This design comes from an exercise in tuning for small area on the open sky130 flow, not from production work.
RTL that was checked went through simulation tests only; none was proved equivalent to the original.
Power is estimated from default activity; no workload was simulated.

## v8
## decode_stage
module decode_stage
(
  input  logic      clk_i,
  input  logic      reset_i,
  input  rv64_isa_pkg::xlen_t     pc_i,
  input  rv64_isa_pkg::inst_t     inst_i,
  input  logic      predict_taken_i,
  input  rv64_isa_pkg::xlen_t     rs1_data_i,
  input  rv64_isa_pkg::xlen_t     rs2_data_i,
  input  rv64_isa_pkg::xlen_t     ex_data_i,
  input  rv64_isa_pkg::xlen_t     mem_data_i,
  input  rv64_isa_pkg::xlen_t     wb_data_i,
  input  rv64_isa_pkg::xlen_t     load_data_i,
  input  exec_ctrl_pkg::fwd_sel_t  rs1_fwd_sel_i,
  input  exec_ctrl_pkg::fwd_sel_t  rs2_fwd_sel_i,
  input  logic      rs1_load_fwd_i,
  input  logic      rs2_load_fwd_i,
  output rv64_isa_pkg::reg_addr_t rs1_addr_o,
  output rv64_isa_pkg::reg_addr_t rs2_addr_o,
  output logic      rs1_r_en_o,
  output logic      rs2_r_en_o,
  output logic      redirect_o,
  output rv64_isa_pkg::xlen_t     redirect_pc_o,
  output exec_ctrl_pkg::alu_op_t   ex_alu_op_o,
  output exec_ctrl_pkg::alu_sel_t  ex_alu_sel_o,
  output rv64_isa_pkg::xlen_t     ex_rs1_data_o,
  output rv64_isa_pkg::xlen_t     ex_rs2_data_o,
  output rv64_isa_pkg::xlen_t     ex_pc_o,
  output rv64_isa_pkg::reg_addr_t ex_wb_addr_o,
  output logic      ex_wb_en_o,
  output logic      ex_mem_r_en_o,
  output logic      ex_mem_w_en_o,
  output exec_ctrl_pkg::mem_mask_t ex_mem_mask_o,
  output logic      ex_mem_signed_o,
  output rv64_isa_pkg::xlen_t     ex_store_data_o
);
  rv64_isa_pkg::xlen_t rs1_val, rs2_val;
  logic is_jalr, is_branch;
  rv64_isa_pkg::xlen_t pc_q, rs1_q, rs2_q;
  logic [31:2] ir_q;
  logic        ok_q;
  ...
Size: about 850 I/O pins, roughly 15000 µm² of cells after synthesis.
==> flow/config.mk <==
export PLATFORM = sky130hd
export DESIGN_NAME = decode_stage
export DESIGN_NICKNAME = decode_stage
export VERILOG_FILES = /design/flow/design.v
export SDC_FILE = /design/flow/constraint.sdc
export NUM_CORES = 4
export LEC_CHECK = 0
export CAP_MARGIN = 20
export CORE_AREA = 5 5 295 295
export DIE_AREA = 0 0 300 300
export SLEW_MARGIN = 20
export SYNTH_HIERARCHICAL = 1
export SYNTH_MINIMUM_KEEP_SIZE = 0
==> flow/constraint.sdc <==
create_clock -name core_clock -period 12.0 [get_ports {clk_i}]
set_input_delay 2.4000 -clock core_clock [delete_from_list [all_inputs] [get_ports {clk_i}]]
set_output_delay 2.4000 -clock core_clock [all_outputs]
set_load 0.01 [all_outputs]
standard.sh (not shown) runs the stock make flow with config.mk's settings and CLKGATE_MAP_FILE= SYNTH_SCRIPT=/design/flow/synth_recipe.tcl, a recipe that flattens the netlist after the stock synthesis.
==> flow/flow/run.sh <==
#!/bin/bash
# Standard layout (the standard.sh, standard synthesis unchanged) with:
#  - port buffers made from the smallest buffer cell,
#  - a clock tree of smaller clock buffers without dummy loads,
#  - downsizing of gates off the critical paths after global routing.
set -e -o pipefail
export BUFFER_PORTS_ARGS="-buffer_cell sky130_fd_sc_hd__buf_1"
export CTS_ARGS="-sink_clustering_enable -repair_clock_nets -dont_use_dummy_load -buf_list {sky130_fd_sc_hd__clkbuf_4 sky130_fd_sc_hd__clkbuf_8}"
export RECOVER_POWER=100
bash standard.sh > standard.log 2>&1
Finished, but not clean: v8, with max-capacitance violations, max-slew violations.
### v8 -> v24
--- a/flow/flow/run.sh
+++ b/flow/flow/run.sh
@@ -4,3 +4,4 @@
 #  - a clock tree of smaller clock buffers without dummy loads,
-#  - downsizing of gates off the critical paths after global routing.
+#  - gates off the critical paths downsized after global placement, before
+#    the standard repair_design of the resize step.
 set -e -o pipefail
@@ -8,3 +9,3 @@
 export CTS_ARGS="-sink_clustering_enable -repair_clock_nets -dont_use_dummy_load -buf_list {sky130_fd_sc_hd__clkbuf_4 sky130_fd_sc_hd__clkbuf_8}"
-export RECOVER_POWER=100
+export PRE_RESIZE_TCL=$PWD/flow/pre_resize.tcl
 bash standard.sh > standard.log 2>&1
==> flow/flow/pre_resize.tcl (new file) <==
# Downsize gates with timing slack (same footprint only); repair_design in
# the resize step then fixes any slew or capacitance this leaves.
estimate_parasitics -placement
set_dont_use $::env(DONT_USE_CELLS)
report_design_area
repair_timing -recover_power 100 -match_cell_footprint -verbose
report_design_area
report_wns
Notes after the runs:
Against v8, v24 comes in 0.00044 GHz higher on fmax.
Worst setup path endpoint = redirect_pc_o[29]: v24; worst setup path endpoint = redirect_pc_o[55]: v8
Compared v8 against v24; number of nets in the finished design within noise.
v24 finished all stages; the layout is clean.
v24 -> v8: post-route non-filler standard cell count flat


== run A ==
decode_stage, a different RTL version from the one above (not shown whole).
Size in the first run: ~1600 cells after synthesis, about 0.014 mm^2 of cells after synthesis.
clock: 12.0 ns
lec_check: 0
cap_margin: 20
core_area: 5 5 295 295
die_area: 0 0 300 300
slew_margin: 20
synth_hierarchical: 1
synth_minimum_keep_size: 0
==> flow/flow/run.sh <==
#!/bin/bash
# Standard layout (the standard.sh, standard synthesis unchanged) with:
#  - port buffers made from the smallest buffer cell,
#  - a clock tree of smaller clock buffers without dummy loads,
#  - gates off the critical paths downsized after global placement, before
#    the standard repair_design of the resize step.
set -e -o pipefail
export BUFFER_PORTS_ARGS="-buffer_cell sky130_fd_sc_hd__buf_1"
export CTS_ARGS="-sink_clustering_enable -repair_clock_nets -dont_use_dummy_load -sink_clustering_size 16 -sink_clustering_max_diameter 60 -buf_list {sky130_fd_sc_hd__clkbuf_4 sky130_fd_sc_hd__clkbuf_8}"
export PRE_RESIZE_TCL=$PWD/flow/pre_resize.tcl
bash standard.sh > standard.log 2>&1
==> flow/flow/pre_resize.tcl <==
# Downsize gates with timing slack (same footprint only); repair_design in
# the resize step then fixes any slew or capacitance this leaves.
estimate_parasitics -placement
set_dont_use $::env(DONT_USE_CELLS)
report_design_area
repair_timing -recover_power 100 -match_cell_footprint -verbose
report_design_area
report_wns
The inputs of run B differ from those of run A as listed below.
-- flow/flow/run.sh --
<<< run A, line 9
export CTS_ARGS="-sink_clustering_enable -repair_clock_nets -dont_use_dummy_load -sink_clustering_size 16 -sink_clustering_max_diameter 60 -buf_list {sky130_fd_sc_hd__clkbuf_4 sky130_fd_sc_hd__clkbuf_8}"
>>> run B, line 9
export CTS_ARGS="-sink_clustering_enable -repair_clock_nets -dont_use_dummy_load -buf_list {sky130_fd_sc_hd__clkbuf_4 sky130_fd_sc_hd__clkbuf_8}"
Notes after the runs:
- ~same wire length in run B and run A
- Compared with run A, run B shows a lower final critical-path share of the clock period.
- From run A to run B the numbers moved as follows: clock network power share went up 2.8 points, shortest clock period the worst path allows after layout went down by 0.090 ns.
- Final non-filler cell total of run A is on par with run B.
- Combinational share of power: run B and run A compared, lower one is run B
- | area added between synthesis and finish | run B vs run A | 0.25 points higher |
Input changes introduced in run C (baseline for comparison: run B):
-- flow/flow/run.sh --
<<< run B, line 10
>>> run C, line 10
export GPL_KEEP_OVERFLOW=0
Notes after the runs:
The higher number of placed instances, taps included of run C and run B is in run B.
Largest fanout on the critical path | run C above run B
Diff run B..run C | register clock-pin slew on the reported worst setup and hold paths | negligible
Run B → run C: cell area after layout lost 260 um^2, post-route worst setup slack lost 0.036 ns, fraction of area in clock buffers and inverters neither gained nor lost much, internal power contribution lost 1.9%.
Function was not checked in any run of this note: the RTL went through the layout flow alone.


decode_stage, a different RTL version from the one above (not shown whole).
Size: ~1700 cells after synthesis, ~850 I/O pins, roughly 14000 um^2 of cells after synthesis.
export LEC_CHECK = 0
export CAP_MARGIN = 5
export CORE_AREA = 5 5 295 295
export DIE_AREA = 0 0 300 300
export PLACE_DENSITY = 0.75
export SLEW_MARGIN = 5
export SYNTH_HIERARCHICAL = 1
export SYNTH_MINIMUM_KEEP_SIZE = 0
create_clock -name core_clock -period 12.0 [get_ports {clk_i}]
==> flow/flow/run.sh <==
#!/bin/bash
# Standard layout (the standard.sh, standard synthesis unchanged) with:
#  - port buffers made from the smallest buffer cell,
#  - a clock tree of smaller clock buffers without dummy loads,
#  - gates off the critical paths downsized after the resize step's
#    repair_design, followed by another repair_design.
set -e -o pipefail
export BUFFER_PORTS_ARGS="-buffer_cell sky130_fd_sc_hd__buf_1"
export CTS_ARGS="-sink_clustering_enable -repair_clock_nets -dont_use_dummy_load -sink_clustering_size 10 -sink_clustering_max_diameter 45 -buf_list {sky130_fd_sc_hd__clkbuf_4}"
export GPL_KEEP_OVERFLOW=0
export POST_RESIZE_TCL=$PWD/flow/post_resize.tcl
bash standard.sh > standard.log 2>&1
==> flow/flow/post_resize.tcl <==
# After the resize step's repair_design: downsize gates with timing slack
# (same footprint only), then repair any slew or capacitance this leaves.
estimate_parasitics -placement
report_design_area
report_wns
repair_timing -recover_power 100 -match_cell_footprint -verbose
report_design_area
repair_design -cap_margin $::env(CAP_MARGIN) -slew_margin $::env(SLEW_MARGIN) -match_cell_footprint -verbose
report_design_area
report_wns
==> next run, changes <==
--- a/flow/flow/post_resize.tcl
+++ b/flow/flow/post_resize.tcl
@@ -8 +8 @@
-repair_design -cap_margin $::env(CAP_MARGIN) -slew_margin $::env(SLEW_MARGIN) -match_cell_footprint -verbose
+repair_design -cap_margin 20 -slew_margin 20 -match_cell_footprint -verbose
Settings changed: CAP_MARGIN 5 to 20, PLACE_DENSITY 0.75 to unset, SLEW_MARGIN 5 to 20.
What happened:
- die area is unchanged
- clock power is higher by 6.5%
- setup slack degrades by 0.39 ns
- cell area hardly moves
- synthesized cell count stays the same
- critical path depth is higher by 1
- first-iteration DRC count is lower by 9.9%
- core utilization is about the same
- synthesized area does not change
- global-route usage is lower by 0.59 points
==> next run, changes <==
--- a/flow/flow/post_resize.tcl
+++ b/flow/flow/post_resize.tcl
@@ -8 +8 @@
-repair_design -cap_margin 20 -slew_margin 20 -match_cell_footprint -verbose
+repair_design -cap_margin $::env(CAP_MARGIN) -slew_margin $::env(SLEW_MARGIN) -match_cell_footprint -verbose
Settings changed: CAP_MARGIN 20 to 5, SLEW_MARGIN 20 to 5.
Count of clock-buffer cells in the layout shrinks by 1.
Cell area hardly moves.
Area after synthesis is unchanged.
Clock power hardly moves.
==> next run, changes <==
--- a/flow/flow/run.sh
+++ b/flow/flow/run.sh
@@ -9 +9 @@
-export CTS_ARGS="-sink_clustering_enable -repair_clock_nets -dont_use_dummy_load -sink_clustering_size 10 -sink_clustering_max_diameter 45 -buf_list {sky130_fd_sc_hd__clkbuf_4}"
+export CTS_ARGS="-sink_clustering_enable -repair_clock_nets -dont_use_dummy_load -sink_clustering_size 8 -sink_clustering_max_diameter 40 -buf_list {sky130_fd_sc_hd__clkbuf_2 sky130_fd_sc_hd__clkbuf_4}"
--- a/flow/flow/post_resize.tcl
+++ b/flow/flow/post_resize.tcl
@@ -8 +8 @@
-repair_design -cap_margin $::env(CAP_MARGIN) -slew_margin $::env(SLEW_MARGIN) -match_cell_footprint -verbose
+repair_design -cap_margin 20 -slew_margin 20 -match_cell_footprint -verbose
Settings changed: CAP_MARGIN 5 to 20, GPL_TIMING_DRIVEN set to 0, SLEW_MARGIN 5 to 20.
Effect:
- wire length fell by about 2.3%
- global-route usage fell by 0.47 points
- die area is unchanged
- setup slack is worse by 0.63 ns
- total power hardly moves
- final area rose by about 1.3%
- clock power is about the same
- core utilization rose by 0.30 points
- non-clock buffer count rose by 30

[port drivers added, routing unchanged]
How much do the figures lean on ideal ports? The routed layouts below were timed once more, with nothing changed but the port constraints. Step 1: set_driving_cell puts a clkbuf_16 on clk_i and a buf_2 on each other input, an assumption about the parent block. Step 2 adds t to the input delays and takes it off the output delays; t is the mean of the earliest and latest rising clock arrival at the registers after step 1. Input paths then give back, and output paths get back, about the clock's delay inside the block. a / b / c = no drivers / after step 1 / after step 2; a / b = the first two.
run	t, ns	setup WS [ns]	hold WS [ns]	worst setup path at the end	latest minus earliest clock arrival (ns)
v8	0.654	0.302 / 0.183 / 0.183	1.910 / 1.887 / 2.541	input to output	0.053 / 0.052
v24	0.663	0.362 / 0.302 / 0.302	1.882 / 1.878 / 2.541	input to output	0.049 / 0.049
run A	0.639	0.273 / 0.240 / 0.240	1.905 / 1.882 / 2.520	input to output	0.074 / 0.073
run B	0.649	0.362 / 0.321 / 0.321	1.914 / 1.882 / 2.531	input to output	0.063 / 0.064
run C	0.666	0.327 / 0.203 / 0.203	1.875 / 1.872 / 2.538	input to output	0.057 / 0.057
the first run of note 3	0.838	0.983 / 0.959 / 0.959	1.699 / 1.676 / 2.514	input to output	0.100 / 0.100
the second run of note 3	0.822	0.596 / 0.542 / 0.542	1.714 / 1.691 / 2.513	input to output	0.089 / 0.088
the third run of note 3	0.841	0.947 / 0.921 / 0.921	1.677 / 1.654 / 2.494	input to output	0.110 / 0.111
the fourth run of note 3	0.848	0.320 / 0.284 / 0.284	1.663 / 1.655 / 2.503	input to output	0.122 / 0.121
The setup slack of run C, which loses most, moves by -0.124 ns with the drivers and by -0.124 ns with both steps.
